This design comes from an exercise in tuning for small area on the open sky130 flow, not from production work. The RTL was checked by simulation tests, not by an equivalence proof against the original design.

## run 1
// sad_min_search
module sad_min_search #(
   parameter int PIX_W = 8,
   parameter int LANES = 32,
   parameter int BEATS = 32,
   parameter int IDX_W = 16,
   localparam int SAD_W = PIX_W + $clog2(LANES * BEATS)
) (
   input  logic                   Bus2IP_Clk,
   input  logic                   Bus2IP_Reset,
   input  logic                   clr,
   input  logic                   in_valid,
   input  logic [PIX_W*LANES-1:0] in_face,
   input  logic [PIX_W*LANES-1:0] in_group,
   output logic                   sad_valid,
   output logic [SAD_W-1:0]       sad_out,
   output logic [IDX_W-1:0]       sad_idx,
   output logic                   best_valid,
   output logic [SAD_W-1:0]       best_sad,
   output logic [IDX_W-1:0]       best_idx
);
   localparam int CNT_W = (BEATS > 1) ? $clog2(BEATS) : 1;
   localparam int NR1   = 60;
   logic kill;
   assign kill = clr | Bus2IP_Reset;
   logic [CNT_W-1:0] cnt_q;
   logic             v1_q, f1_q, l1_q, d2_q, d3_q;
   logic [NR1-1:0]   r1_q;
   logic [SAD_W-1:0] acc_q, accg, hold_q, sum_a, sum_b;
   logic             sad_valid_q, best_valid_q;
   logic [IDX_W-1:0] cand_q, best_idx_q;
   logic [SAD_W-1:0] best_sad_q;
   logic             take;
  ...
Size in the first run: ~1,500 cells after synthesis, about 160 flip-flops, ~20,000 um2 of cells after synthesis.
export LEC_CHECK = 0
export CAP_MARGIN = 20
export CORE_MARGIN = 2
export CORE_UTILIZATION = 40
export CTS_BUF_LIST = sky130_fd_sc_hd__clkbuf_4 sky130_fd_sc_hd__clkbuf_8
export GPL_TIMING_DRIVEN = 0
export PLACE_DENSITY = 0.6
export SLEW_MARGIN = 20
export SYNTH_HIERARCHICAL = 1
export SYNTH_MINIMUM_KEEP_SIZE = 0
create_clock -name core_clock -period 7.0 [get_ports {Bus2IP_Clk}]
standard.sh (not shown) runs the stock make flow with config.mk's settings and CLKGATE_MAP_FILE= SYNTH_SCRIPT=/design/flow/synth_recipe.tcl, a recipe that flattens the netlist after the stock synthesis.
==> flow/flow/run.sh <==
#!/bin/bash
# The standard layout, with the port buffers that buffer_ports inserts set
# to the smallest plain buffer instead of the tool's default pick.
set -euo pipefail
bash standard.sh BUFFER_PORTS_ARGS="-buffer_cell sky130_fd_sc_hd__buf_1" finish > make_finish.log 2>&1
### run 1 -> run 2
-- flow/config.mk --
<<< run 1, line 11
export CTS_BUF_LIST = sky130_fd_sc_hd__clkbuf_4 sky130_fd_sc_hd__clkbuf_8
export GPL_TIMING_DRIVEN = 0
export PLACE_DENSITY = 0.6
>>> run 2, line 11
export CTS_BUF_LIST = sky130_fd_sc_hd__clkbuf_4 sky130_fd_sc_hd__clkbuf_8
export PLACE_DENSITY = 0.6
==> results.txt <==
Delta (run 2 minus run 1): length of routed wiring on met1 grew by 680 um, maximum achievable frequency grew by 0.0048 GHz.
Relative to run 1, run 2 degrades global-route wire length before repair.
The run showing the greater routed wire length is run 2.
Modified inputs, run 3 compared to run 2
-- flow/config.mk --
<<< run 2, line 9
export CORE_MARGIN = 2
export CORE_UTILIZATION = 40
export CTS_BUF_LIST = sky130_fd_sc_hd__clkbuf_4 sky130_fd_sc_hd__clkbuf_8
export PLACE_DENSITY = 0.6
export SLEW_MARGIN = 20
>>> run 3, line 9
export CORE_MARGIN = 2
export CORE_UTILIZATION = 55
export CTS_BUF_LIST = sky130_fd_sc_hd__clkbuf_4 sky130_fd_sc_hd__clkbuf_8
export GPL_TIMING_DRIVEN = 0
export PLACE_DENSITY = 0.7
export SLEW_MARGIN = 20
Findings:
Changes observed in run 3 relative to run 2: share of the final layout cell area in sequential cells saw an increase; met1 routing resource usage after global routing saw an increase.
Any difference in via count between run 2 and run 3 is small enough to ignore.
Per the comparison of run 3 with run 2, final clock period utilization by the worst path higher; post-route standard cell area excluding fillers lower; total die area lower; time the final worst path needs with I/O delays and setup higher; number of buffers outside the clock class in the layout lower.

========
## garnet
sad_min_search again, from the RTL that the note above started with.
Settings: LEC_CHECK=0, CAP_MARGIN=20, CORE_MARGIN=2, CORE_UTILIZATION=40, CTS_BUF_LIST=sky130_fd_sc_hd__clkbuf_4 sky130_fd_sc_hd__clkbuf_8, GPL_TIMING_DRIVEN=0, PLACE_DENSITY=0.6, SLEW_MARGIN=20, SYNTH_HIERARCHICAL=1, SYNTH_MINIMUM_KEEP_SIZE=0; clock period 7.0 ns.
==> flow/flow/run.sh <==
#!/bin/bash
# The standard layout, with two changes: the port buffers that buffer_ports
# inserts are the smallest plain buffer instead of the tool's default pick,
# and clock tree synthesis adds no dummy loads.
set -euo pipefail
bash standard.sh \
  BUFFER_PORTS_ARGS="-buffer_cell sky130_fd_sc_hd__buf_1" \
  CTS_ARGS="-sink_clustering_enable -repair_clock_nets -dont_use_dummy_load -buf_list sky130_fd_sc_hd__clkbuf_8" \
  finish > make_finish.log 2>&1
In summary, garnet completed successfully, with a layout that passed the timing, design-rule and antenna checks.
> inputs changed (garnet -> zinc)
==> flow/flow/run.sh <==
#!/bin/bash
# The standard layout, with three changes: synthesis buffers are removed
# before global placement (flow/pre_gpl.tcl), the port buffers that
# buffer_ports inserts are the smallest plain buffer instead of the tool's
# default pick, and clock tree synthesis adds no dummy loads.
set -euo pipefail
here=$(pwd)
bash standard.sh \
  PRE_GLOBAL_PLACE_TCL="$here/flow/pre_gpl.tcl" \
  BUFFER_PORTS_ARGS="-buffer_cell sky130_fd_sc_hd__buf_1" \
  CTS_ARGS="-sink_clustering_enable -repair_clock_nets -dont_use_dummy_load -buf_list sky130_fd_sc_hd__clkbuf_8" \
  finish > make_finish.log 2>&1
==> flow/flow/pre_gpl.tcl (new file) <==
# Before global placement: drop the buffers that synthesis inserted (the
# standard flow does the same when timing-driven placement is on); repair
# later in the flow adds back any that slew, capacitance or timing need.
remove_buffers
- Relative to garnet, total track usage decreased by 0.26 points in zinc.
- Any difference in routed wire length between garnet and zinc is small enough to ignore.
- Compared zinc vs garnet, and average wire per standard cell is up in zinc.
- The first-pass GRT wire length of zinc was superior to that of garnet.
- The lower worst hold slack after final layout of garnet and zinc is in zinc.
--- input diff zinc..nickel ---
==> flow/flow/run.sh <==
#!/bin/bash
# The standard layout, with two changes: the port buffers that buffer_ports
# inserts are the smallest plain buffer instead of the tool's default pick,
# and clock tree synthesis adds no dummy loads.
set -euo pipefail
bash standard.sh \
  BUFFER_PORTS_ARGS="-buffer_cell sky130_fd_sc_hd__buf_1" \
  CTS_ARGS="-sink_clustering_enable -repair_clock_nets -dont_use_dummy_load -buf_list sky130_fd_sc_hd__clkbuf_16 -sink_clustering_size 40 -sink_clustering_max_diameter 100" \
  finish > make_finish.log 2>&1
removed: flow/flow/pre_gpl.tcl
### Flow results
Any difference in sequential cell count between zinc and nickel is small enough to ignore. Diff nickel..zinc | die boundary height | unchanged. Comparing nickel and zinc, the higher hold slack was measured on nickel. nickel has completed all stages; timing, DRC and antenna checks passed. zinc has lower count of plain and timing-repair buffers than nickel. Mean number of vias per cell delta (zinc -> nickel): insignificant. The core of nickel is more densely filled than that of zinc. nickel: number of placed instances with taps included 41 above zinc.
diff inputs: nickel => tundra
--- a/flow/flow/run.sh
+++ b/flow/flow/run.sh
@@ -8 +8 @@
-  CTS_ARGS="-sink_clustering_enable -repair_clock_nets -dont_use_dummy_load -buf_list sky130_fd_sc_hd__clkbuf_16 -sink_clustering_size 40 -sink_clustering_max_diameter 100" \
+  CTS_ARGS="-sink_clustering_enable -repair_clock_nets -dont_use_dummy_load -buf_list {sky130_fd_sc_hd__clkbuf_4 sky130_fd_sc_hd__clkbuf_8}" \
## What came out
tundra finished every stage and its layout cleared the timing, design-rule and antenna checks. Clock slew at the register clock pins of the worst setup and hold paths in tundra is 20 ps above nickel. Going from nickel to tundra, total wire length essentially unchanged; slew at the pin closest to its max-slew limit saw little to no change; layout buffer count excluding clock buffers stayed essentially flat; final period demand of the worst path -21 ps; slack of the critical path now larger. Summary of tundra over nickel: share of the final layout cell area in multi-input gates now larger.

========
Another version of the RTL of sad_min_search (not shown whole).
Size in the first run: about 1600 cells after synthesis, ~160 flip-flops, roughly 590 I/O pins, about 20000 sq um of cells after synthesis.
// sad_min_search
module sad_min_search #(
   parameter int PIX_W = 8,
   parameter int LANES = 32,
   parameter int BEATS = 32,
   parameter int IDX_W = 16,
   localparam int SAD_W = PIX_W + $clog2(LANES * BEATS)
) (
   input  logic                   Bus2IP_Clk,
   input  logic                   Bus2IP_Reset,
   input  logic                   clr,
   input  logic                   in_valid,
   input  logic [PIX_W*LANES-1:0] in_face,
   input  logic [PIX_W*LANES-1:0] in_group,
   output logic                   sad_valid,
   output logic [SAD_W-1:0]       sad_out,
   output logic [IDX_W-1:0]       sad_idx,
   output logic                   best_valid,
   output logic [SAD_W-1:0]       best_sad,
   output logic [IDX_W-1:0]       best_idx
);
clock: 7.0 ns
lec_check: 0
cap_margin: 20
core_margin: 2
core_utilization: 40
place_density: 0.6
slew_margin: 20
synth_hierarchical: 1
synth_minimum_keep_size: 0
==> flow/flow/run.sh <==
#!/bin/bash
# The standard layout, with the port buffers that buffer_ports inserts set
# to the smallest plain buffer instead of the tool's default pick.
set -euo pipefail
bash standard.sh BUFFER_PORTS_ARGS="-buffer_cell sky130_fd_sc_hd__buf_1" finish > make_finish.log 2>&1
Then changed:
- CTS_BUF_LIST: default -> sky130_fd_sc_hd__clkbuf_4 sky130_fd_sc_hd__clkbuf_8
After rerunning: Via count decreases by about 0.46%. Clock skew is higher by 0.0086 ns. Fmax stays flat. Synthesized cell count stays the same. Routed wire length stays flat. Hold slack is about the same. Synthesized area does not change. Cell area shrinks by 0.84%. Cell count barely changes.

-- afterwards: timing with drivers on the ports --
The results above use ideal ports. As a check the final layouts listed here were re-extracted and re-timed, cells and wires unchanged.
Step 1: set_driving_cell puts a clkbuf_16 on Bus2IP_Clk and a buf_2 on each other input, an assumption about the parent block.
Step 2 times the ports against the registers' clock, not the clock port: input delays grow and output delays shrink by t, the midpoint of the rising clock arrivals with the driver on.
Three values: ideal, step 1, step 2; two values: the first two.
run	t, ns	slack for setup (ns)	latest minus earliest clock arrival (ns)
run 1	0.470	0.081 / 0.064 / -0.406	0.019 / 0.019
run 2	0.488	0.305 / 0.319 / -0.169	0.017 / 0.016
run 3	0.498	0.128 / 0.137 / -0.361	0.022 / 0.022
garnet	0.460	0.119 / 0.101 / -0.359	0.036 / 0.036
zinc	0.459	0.123 / 0.139 / -0.319	0.048 / 0.047
nickel	0.443	0.097 / 0.084 / -0.359	0.027 / 0.027
tundra	0.460	0.119 / 0.101 / -0.359	0.036 / 0.036
the first run of note 3	0.475	0.160 / 0.178 / -0.297	0.020 / 0.020
the second run of note 3	0.494	0.162 / 0.177 / -0.317	0.028 / 0.028
Met with ideal ports but missed after step 2: setup timing in every run listed. The setup slack of run 3, which loses most, moves by +0.009 ns with the drivers and by -0.489 ns with both steps.
